From an optimization exercise on the open Yosys and OpenROAD flow, aimed at small area; shortcuts taken in it are not production practice.
Function was checked by simulation only, so behaviour that the tests miss may differ from the original.
No activity file was given, so power comes from the tool's default toggle rates.

===== design.v =====
module timing_tracker_top (
    input  logic         i_clk,
    input  logic         i_rstn,
    input  logic [27:0]  i_slots,
    output logic [383:0] o_intra,
    output logic [383:0] o_inter,
    output logic [11:0]  o_faw_last
);
    logic [2:0]  op  [4];
    logic [3:0]  bnk [4];
    logic [3:0]  is_act, is_cas;
    logic [3:0]  first;
    logic [15:0] sel [4];
    logic [6:0]  lq [4];
    for (genvar s = 0; s < 4; s++) begin : g_slot
        assign op[s]     = i_slots[7*s+4 +: 3];
        assign bnk[s]    = i_slots[7*s +: 4];
        assign is_act[s] = (op[s] == 3'd1);
        assign is_cas[s] = (op[s] == 3'd3) || (op[s] == 3'd4);
        always_comb begin
            first[s] = (op[s] != 3'd0);
            for (int j = 0; j < s; j++) begin
                if (op[j] != 3'd0 && bnk[j] == bnk[s]) first[s] = 1'b0;
            end
        end
        assign sel[s] = first[s] ? (16'd1 << bnk[s]) : 16'd0;
        logic [1:0] sidx;
        assign sidx = s;
        always_comb begin
            case (op[s])
                3'd1:    lq[s] = {1'b0, 6'd43 + {4'd0, sidx}};
                3'd2:    lq[s] = {1'b0, 6'd11 + {4'd0, sidx}};
                3'd3:    lq[s] = {2'b10, 5'd17 + {3'd0, sidx}};
                3'd4:    lq[s] = {2'b11, 5'd15 + {3'd0, sidx}};
                default: lq[s] = 7'd0;
            endcase
            if (!i_rstn) lq[s] = 7'd0;
        end
    end
    function automatic logic [5:0] dec4(input logic [5:0] t);
        dec4 = (t[5:2] != 4'd0) ? {t[5:2] - 4'd1, t[1:0]} : 6'd0;
    endfunction
    function automatic logic [5:0] satsub(input logic [5:0] t, input logic [5:0] d);
        satsub = (t > d) ? t - d : 6'd0;
    endfunction
    for (genvar b = 0; b < 16; b++) begin : g_bank
        logic       hit;
        logic [6:0] hq;
        logic [6:0] q;
        logic [5:0] pre, act, rd, wr;
        always_comb begin
            hit = 1'b0;
            hq  = 7'd0;
            for (int s = 0; s < 4; s++) begin
                hit = hit | sel[s][b];
                hq  = hq | ({7{sel[s][b]}} & lq[s]);
            end
        end
        logic [6:0] qd;
        always_comb begin
            if (q[6] & q[5]) begin
                qd = (q[4:2] != 3'd0) ? {q[6:5], q[4:2] - 3'd1, q[1:0]} : {q[6:5], 5'd0};
            end else begin
                qd = {q[6], dec4(q[5:0])};
            end
        end
        always_ff @(posedge i_clk) begin
            q <= hq | ({7{~(hit | !i_rstn)}} & qd);
        end
        logic [5:0] a14, b12, c6, t32;
        assign a14 = satsub(q[5:0], 6'd14);
        assign b12 = satsub({1'b0, q[4:0]}, 6'd12);
        assign c6  = satsub({1'b0, q[4:0]}, 6'd6);
        assign t32 = q[5] ? {2'b00, q[3:0]} : 6'd0;
        assign act = q[6] ? 6'd0 : q[5:0];
        assign pre = (!q[6] || !q[5]) ? a14 : {1'b0, q[4:0]};
        assign rd  = !q[6] ? t32 : (!q[5] ? a14 : c6);
        assign wr  = !q[6] ? t32 : b12;
        assign o_intra[24*b +: 24] = {pre, act, 2'b00, rd[3:0], 2'b00, wr[3:0]};
    end
    logic       act_vld;
    logic [1:0] act_s;
    logic [3:0] act_bnk;
    logic [3:0] ia_bnk_q;
    logic [5:0] ia_q;
    always_comb begin
        act_vld = |is_act;
        act_s   = 2'd3;
        act_bnk = bnk[3];
        for (int s = 2; s >= 0; s--) begin
            if (is_act[s]) begin
                act_s   = 2'(s);
                act_bnk = bnk[s];
            end
        end
    end
    always_ff @(posedge i_clk) begin
        if (!i_rstn) begin
            ia_q <= 6'd0;
        end else if (act_vld) begin
            ia_q <= 6'd43 + 6'(act_s);
        end else begin
            ia_q <= dec4(ia_q);
        end
    end
    always_ff @(posedge i_clk) begin
        if (act_vld) ia_bnk_q <= act_bnk;
    end
    logic       ia_g41, ia_g43;
    logic [2:0] ia_s3;
    assign ia_g41 = (ia_q > 6'd40);
    assign ia_g43 = (ia_q > 6'd42);
    assign ia_s3  = ia_q[2:0] - 3'd2;
    logic       cas_vld;
    logic [1:0] cas_s;
    logic [1:0] cas_grp;
    logic       cas_wr;
    logic [1:0] ic_grp_q;
    logic       ic_wr_q;
    logic [1:0] ic_s_q;
    logic [1:0] ic_age_q;
    always_comb begin
        cas_vld = |is_cas;
        cas_s   = 2'd3;
        cas_grp = bnk[3][3:2];
        cas_wr  = op[3][2];
        for (int s = 2; s >= 0; s--) begin
            if (is_cas[s]) begin
                cas_s   = 2'(s);
                cas_grp = bnk[s][3:2];
                cas_wr  = op[s][2];
            end
        end
    end
    always_ff @(posedge i_clk) begin
        if (!i_rstn) begin
            ic_age_q <= 2'd3;
        end else if (cas_vld) begin
            ic_age_q <= 2'd0;
        end else if (ic_age_q != 2'd3) begin
            ic_age_q <= ic_age_q + 2'd1;
        end
    end
    always_ff @(posedge i_clk) begin
        if (cas_vld) begin
            ic_grp_q <= cas_grp;
            ic_wr_q  <= cas_wr;
            ic_s_q   <= cas_s;
        end
    end
    function automatic logic [3:0] aged(input logic [3:0] rule, input logic [1:0] s,
                                        input logic [1:0] age);
        logic [4:0] up, dn;
        up = {1'b0, rule} + {3'd0, s};
        dn = 5'd3 + {1'd0, age, 2'b00};
        aged = (up > dn) ? 4'(up - dn) : 4'd0;
    endfunction
    logic [3:0] c_rd_l, c_wr_l, c_rd_s, c_wr_s;
    assign c_rd_l = aged(ic_wr_q ? 4'd12 : 4'd6, ic_s_q, ic_age_q);
    assign c_wr_l = aged(ic_wr_q ? 4'd6 : 4'd8, ic_s_q, ic_age_q);
    assign c_rd_s = aged(4'd4, ic_s_q, ic_age_q);
    assign c_wr_s = aged(ic_wr_q ? 4'd4 : 4'd8, ic_s_q, ic_age_q);
    for (genvar b = 0; b < 16; b++) begin : g_inter
        logic [5:0] act;
        logic [3:0] rd, wr;
        logic same_bank, same_grp, same_rank, lo_a, lo_s;
        assign same_bank = (ia_bnk_q == 4'(b));
        assign same_grp  = (ia_bnk_q[3:2] == 2'(b >> 2));
        assign same_rank = (ia_bnk_q[3] == 1'(b >> 3));
        assign lo_a = same_bank | (same_grp & ia_g41);
        assign lo_s = same_rank & !same_grp & ia_g43;
        assign act = {same_bank ? ia_q[5:3] : 3'd0,
                      lo_a ? ia_q[2:0] : (lo_s ? ia_s3 : 3'd0)};
        assign rd  = (ic_grp_q == 2'(b >> 2)) ? c_rd_l :
                     (ic_grp_q[1] == 1'(b >> 3)) ? c_rd_s : 4'd0;
        assign wr  = (ic_grp_q == 2'(b >> 2)) ? c_wr_l :
                     (ic_grp_q[1] == 1'(b >> 3)) ? c_wr_s : 4'd0;
        assign o_inter[24*b +: 24] = {6'd0, act, 2'b00, rd, 2'b00, wr};
    end
    for (genvar r = 0; r < 2; r++) begin : g_faw
        logic       hit;
        logic [1:0] hs;
        logic [4:0] h_q;
        logic [1:0] s_q [5];
        logic [3:0] last;
        always_comb begin
            hit = 1'b0;
            hs  = 2'd3;
            for (int s = 3; s >= 0; s--) begin
                if (is_act[s] && bnk[s][3] == 1'(r)) begin
                    hit = 1'b1;
                    hs  = 2'(s);
                end
            end
        end
        always_ff @(posedge i_clk) begin
            if (!i_rstn) begin
                h_q <= 5'd0;
            end else begin
                h_q <= {h_q[3:0], hit};
            end
        end
        always_ff @(posedge i_clk) begin
            s_q[0] <= hs;
            for (int i = 1; i < 5; i++) s_q[i] <= s_q[i-1];
        end
        always_comb begin
            if (&h_q[3:0])
                last = 4'd5 + 4'(s_q[3]);
            else if (h_q[4] && ((h_q[3:0] == 4'b0111) || (h_q[3:0] == 4'b1011) ||
                                (h_q[3:0] == 4'b1101) || (h_q[3:0] == 4'b1110)))
                last = 4'd1 + 4'(s_q[4]);
            else
                last = 4'd0;
        end
        assign o_faw_last[6*r +: 6] = {2'b00, last};
    end
endmodule

===== flow/run.sh =====
#!/bin/bash
# own layout flow: the standard synthesis, its combinational logic re-mapped for area by
# ABC (registers untouched), then the standard ORFS floorplan to finish, with the smallest
# buffer on each port and tie cells shared between nearby constant outputs
set -euo pipefail
W=$(pwd)
R=$W/orfs/results/$FLOW_PLATFORM/timing_tracker_top/base
YOSYS=$FLOW_HOME/../tools/install/yosys/bin/yosys
LIB=$FLOW_HOME/platforms/sky130hd/lib/sky130_fd_sc_hd__tt_025C_1v80.lib

# 1. standard synthesis, netlist only
bash standard.sh "$R/1_2_yosys.v" > synth_std.log 2>&1
cp "$R/1_2_yosys.v" "$W/1_2_yosys.std.v"

# 2. re-map the logic between the registers
SEQ=$(grep -o 'sky130_fd_sc_hd__[a-z0-9_]*' "$W/1_2_yosys.std.v" | sort -u | grep -E '__(e|s|se)?df|__dl|__conb' | sed 's/^/=/' | tr '\n' ' ')
DONTUSE="-dont_use sky130_fd_sc_hd__lpflow_* -dont_use sky130_fd_sc_hd__probe*"
PS=$(python3 -c "print(int(float('$FLOW_PERIOD_NS')*1000))")
sed -e "s|{LIB}|$LIB|g" -e "s|{IN}|$W/1_2_yosys.std.v|" -e "s|{TOP}|$FLOW_TOP|" -e "s|{SEQ}|$SEQ|" \
    -e "s|{ABC}|$W/flow/resyn.abc|" -e "s|{PS}|$PS|" -e "s|{DONTUSE}|$DONTUSE|" \
    -e "s|{STAT}|$W/resyn_stat.txt|" -e "s|{OUT}|$W/1_2_yosys.resyn.v|" flow/resyn.ys > resyn_run.ys
"$YOSYS" -s resyn_run.ys > resyn.log 2>&1
sleep 1
cp "$W/1_2_yosys.resyn.v" "$R/1_2_yosys.v"
touch "$R/1_2_yosys.v"

# 3. the standard flow from the netlist through placement, port buffers of the smallest buffer
BP='BUFFER_PORTS_ARGS=-buffer_cell sky130_fd_sc_hd__buf_1'
bash standard.sh "$BP" "$R/3_place.odb" > flow_place.log 2>&1

# 4. nearby constant outputs share one tie cell
sleep 1
TIE_IN_DB="$R/3_place.odb" TIE_OUT_DB="$R/3_place.odb" \
    openroad -no_init -exit flow/tie_merge.tcl > tie_merge.log 2>&1
touch "$R/3_place.odb"

# 5. the standard flow from clock tree synthesis to the end; the clock tree of small buffers
# and without dummy loads
CTS="CTS_ARGS=-sink_clustering_enable -repair_clock_nets -dont_use_dummy_load -buf_list {sky130_fd_sc_hd__clkbuf_4 sky130_fd_sc_hd__clkbuf_8} -sink_clustering_buffer sky130_fd_sc_hd__clkbuf_4 -sink_clustering_size 8"
bash standard.sh "$BP" "$CTS" finish > flow_finish.log 2>&1

===== flow/resyn.abc =====
strash
&get -n
&deepsyn -T 180
&put
dch -f
amap
strash
dch -f
amap
topo

===== flow/resyn.ys =====
# re-map the standard synthesis's combinational logic for area; registers are kept as they are
read_liberty -ignore_miss_func -wb {LIB}
read_verilog {IN}
hierarchy -top {TOP}
setattr -mod -set keep_hierarchy 1 {SEQ}
flatten -wb
opt_clean -purge
opt -purge
abc -liberty {LIB} -script {ABC} -D {PS} {DONTUSE}
opt_clean -purge
hilomap -singleton -hicell sky130_fd_sc_hd__conb_1 HI -locell sky130_fd_sc_hd__conb_1 LO
insbuf -buf sky130_fd_sc_hd__buf_4 A X
splitnets
opt_clean -purge
rename -hide w:*.*
tee -o {STAT} stat -liberty {LIB}
write_verilog -noattr -nohex -nodec {OUT}

===== flow/tie_merge.tcl =====
# share tie cells between nearby constant output ports: each conb_1 output net that drives only
# output ports is merged with its neighbours along the die edge, up to MAXN ports within SPAN um
set in_db $::env(TIE_IN_DB)
set out_db $::env(TIE_OUT_DB)
set MAXN 12
set SPAN 80.0
read_db $in_db
set block [ord::get_db_block]
set dbu [$block getDbUnitsPerMicron]
set die [$block getDieArea]
set W [$die xMax]
set H [$die yMax]
set cands {}
foreach inst [$block getInsts] {
  if {[[$inst getMaster] getName] ne "sky130_fd_sc_hd__conb_1"} { continue }
  foreach it [$inst getITerms] {
    set mt [$it getMTerm]
    set pn [$mt getName]
    if {$pn ne "HI" && $pn ne "LO"} { continue }
    set net [$it getNet]
    if {$net eq "NULL" || $net eq ""} { continue }
    set others 0
    foreach it2 [$net getITerms] { if {$it2 ne $it} { incr others } }
    set bts [$net getBTerms]
    if {$others != 0 || [llength $bts] != 1} { continue }
    set bt [lindex $bts 0]
    set bb [$bt getBBox]
    set x [expr {([$bb xMin] + [$bb xMax]) / 2}]
    set y [expr {([$bb yMin] + [$bb yMax]) / 2}]
    # position along the perimeter, counter-clockwise from the origin
    if {$y <= 0} { set p $x } elseif {$x >= $W} { set p [expr {$W + $y}] } elseif {$y >= $H} { set p [expr {$W + $H + ($W - $x)}] } else { set p [expr {2*$W + $H + ($H - $y)}] }
    lappend cands [list $p $pn $inst $net $bt]
  }
}
set cands [lsort -real -index 0 $cands]
set removed 0
foreach pn {LO HI} {
  set grp {}
  set list {}
  foreach c $cands { if {[lindex $c 1] eq $pn} { lappend list $c } }
  set i 0
  set n [llength $list]
  while {$i < $n} {
    set first [lindex $list $i]
    set p0 [lindex $first 0]
    set knet [lindex $first 3]
    set j [expr {$i + 1}]
    while {$j < $n && $j - $i < $MAXN && ([lindex [lindex $list $j] 0] - $p0) <= $SPAN * $dbu} {
      set c [lindex $list $j]
      set bt [lindex $c 4]
      set onet [lindex $c 3]
      set oinst [lindex $c 2]
      $bt connect $knet
      odb::dbInst_destroy $oinst
      odb::dbNet_destroy $onet
      incr removed
      incr j
    }
    set i $j
  }
}
puts "tie_merge: [llength $cands] tie-driven ports, removed $removed tie cells"
write_db $out_db

===== standard.sh =====
#!/bin/bash
# synth_recipe.tcl (not shown) runs the flow's synth.tcl, then flattens the netlist and writes it again
# the make line also repeats each setting of config.mk as NAME=value (left out here)
make -C /OpenROAD-flow-scripts/flow DESIGN_CONFIG=/design/flow/config.mk WORK_HOME=/design/flow/orfs CLKGATE_MAP_FILE= SYNTH_SCRIPT=/design/flow/synth_recipe.tcl "${@:-finish}"

===== config.mk =====
export PLATFORM = sky130hd
export DESIGN_NAME = timing_tracker_top
export DESIGN_NICKNAME = timing_tracker_top
export VERILOG_FILES = /design/flow/design.v
export SDC_FILE = /design/flow/constraint.sdc
export NUM_CORES = 4
export LEC_CHECK = 0
export CAP_MARGIN = 20
export CORE_AREA = 5 5 275 275
export DIE_AREA = 0 0 280 280
export SLEW_MARGIN = 20

===== constraint.sdc =====
create_clock -name core_clock -period 5.0 [get_ports {i_clk}]
set_input_delay 1.0000 -clock core_clock [delete_from_list [all_inputs] [get_ports {i_clk}]]
set_output_delay 1.0000 -clock core_clock [all_outputs]
set_load 0.01 [all_outputs]

==> notes.md <==
Status -> no timing/DRC/antenna violations
Crit path time final -> 3.991 ns
Multi-input gate area -> 8371 sq um
Placed Instances -> 3878
Final TNS setup -> 0 ns
Fillers -> 8487
First-pass GRT wire length -> 116.1 mm
Bufs on Longest Clock Path -> 2
CTS tree -> built
Fmax achieved -> 250.5 MHz
Detailed Routing Iterations Pass 1 -> 6
Clock latency (worst-skew pair) -> 0.54 ns
Mean Syn Cell Area -> 6.231 sq um
Pwr dens -> 239.0 nW/um^2
Post-CTS Hold Buffers -> 0
Resized cells post-CTS -> 0
H-tree depth -> 4
# Post-CTS Setup Buffers -> 0
Root Buffer -> clkbuf_8
WP data required -> 4.00 ns
Worst Tran Pin Value -> 1.131 ns
Initial Utilization -> 20.69%
DP HPWL -> 65.60 mm
Die area -> 78400 sq um
Std cell rows -> 99
Gpl congestion -> 0.9888
Die H -> 280 microns
Leakage -> 0.005037 uW
Die width -> 280 microns
Worst r2r src -> g_bank[13].q[5]
Max VDD drop -> 0.1320 mV
Fin cells -> 3692
HP Class -> reg2reg
Max-slew violations -> 0
Reg-to-reg endpoint -> g_bank[13].q[5]
Critical Path Sink Type -> output port
Crit-path max FO -> 7
Reg area -> 3273 sq um
Worst Skew -> 0.03329 ns
Vias/cell -> 5.081
Final WL -> 81.59 mm
Most frequent cells in the layout -> nor2_1 (733), buf_1 (580), clkinv_1 (273), o21ai_0 (222), dfxtp_1 (150)
Worst Setup SP -> g_bank[15].q[2]
Per-cell routed wire length -> 22.10 microns
Net count, final -> 2760
Most common cell after layout, fill and taps aside -> nor2_1
Critical path class -> reg2out
Syn Inst Count -> 2410
Initial antenna violation count -> 17
Fin crit share -> 79.83%
DR iter-0 viols -> 1295
Max_cap viols -> 0
Core footprint -> 72590 sq um
I/O Buffers -> 581
Boundary pin count -> 810
CP Capture Point -> o_intra[369]
Reg2reg path depth -> 7
Ys Warns -> 7
Total GRT Usage -> 19.44%
Final ANT Viol Nets -> 0
# clock sinks -> 159
Maximum number of pins on one net before global-route repair -> 29
Power Total -> 3944 uW
Hold Fails Final Rpt -> 0
Gr ovfl total -> 0
Area growth syn-to-layout -> 9.883%
DR vias -> 18760
Vias in the first global route -> 17480
CTS buffer count -> 17
Slew HR -> 24.36%
Mapped cell area -> 15020 sq um
Share of cells above drive strength 1 -> 1.833%
Setup Viol. Count Final -> 0
Nature of the critical path startpoint -> flip-flop
Reg clk slew, reported paths -> 0.09 ns
Reg-to-reg slack, setup -> 2.88 ns
DRC -> 0
Unrepaired setup endpoints after global routing -> false
Critical path arrival -> 2.99 ns
final cells by class:
cell class / count / share of cell area (%)
Antenna cell: 5 / 0.07583
Clock buffer: 17 / 1.418
Inverter: 273 / 6.211
Multi-Input combinational cell: 1671 / 50.73
Sequential cell: 159 / 19.84
Tap cell: 959 / 7.272
Timing Repair Buffer: 608 / 14.45
critical path: stages, from the launching register on:
cell and delay (ns):
dfxtp_1 0.46, clkinv_1 0.23, nor3_1 0.43, nor2_1 0.12
o21ai_0 0.49, o21ai_0 0.17, o311ai_0 0.13, o21ai_0 0.20
buf_1 0.24
power breakdown:
group | switching (uW) | total (uW) | internal [uW]
Combinational | 1220 | 1610 | 387
Sequential | 191 | 1590 | 1400
Clock | 447 | 745 | 298
stage by stage:
stage	instance area, sq um	hold slack (ns)	worst slack (ns)	util, %
after CTS	16480	0.3266	0.8704	22.71
after global placement	17030	0.3135	0.8355	23.46
after floorplan	15870	0.3096	1.160	-
after global routing	16490	0.3332	0.7918	22.72
final	16500	0.3245	1.009	22.73
after detailed placement	17030	0.3121	0.8339	23.46
worst min-delay path by stage:
stage,slack [ns],end,cells past startpoint,startpoint
global placement,0.31,g_faw[0].s_q[1][1],0,g_faw[0].s_q[0][1]
floorplan,0.31,g_faw[0].s_q[1][0],0,g_faw[0].s_q[0][0]
global route,0.33,g_faw[1].s_q[2][1],0,g_faw[1].s_q[1][1]
finish,0.32,g_faw[0].s_q[3][1],0,g_faw[0].s_q[2][1]
CTS,0.33,g_faw[0].s_q[3][1],0,g_faw[0].s_q[2][1]
detailed placement,0.31,g_faw[1].s_q[2][1],0,g_faw[1].s_q[1][1]
routing by layer:
metal  GRT usage, %  wire, microns  vias to the layer above
li1               -              -                     8689
met2          33.24          38900                     1044
met3          4.809           6503                      171
met4          7.810           3423                        6
met1          23.45          32730                     8850
met5              0             34                        -
sequential cells by signal, indices dropped and copies added (netlist names):
name       cells
g_bank.q     112
ia_q           6
ic_s_q         2
ic_grp_q       2
g_faw.h_q     10
ia_bnk_q       4
ic_wr_q        1
ic_age_q       2
g_faw.s_q     20

[re-timing with driven ports]
No port has a modelled driver above. Below, the same layout with a new extraction and two added sets of constraints. Step 1 assumes that a clkbuf_16 drives the clock port and a buf_2 every other input. Step 2, shift: input delay + t, output delay - t, t = (earliest + latest rising clock arrival at the registers) / 2. This alone moves slack from input paths to output paths. Three values: no drivers, after step 1, after step 2; two values: the first two.
t (ns): 0.573
slack for setup (ns): 1.009 / 0.954 / 0.689
worst setup path at the end: input to register
After both steps setup and hold are still met in this run. The setup slack of this run moves by -0.055 ns with the drivers and by -0.320 ns with both steps.
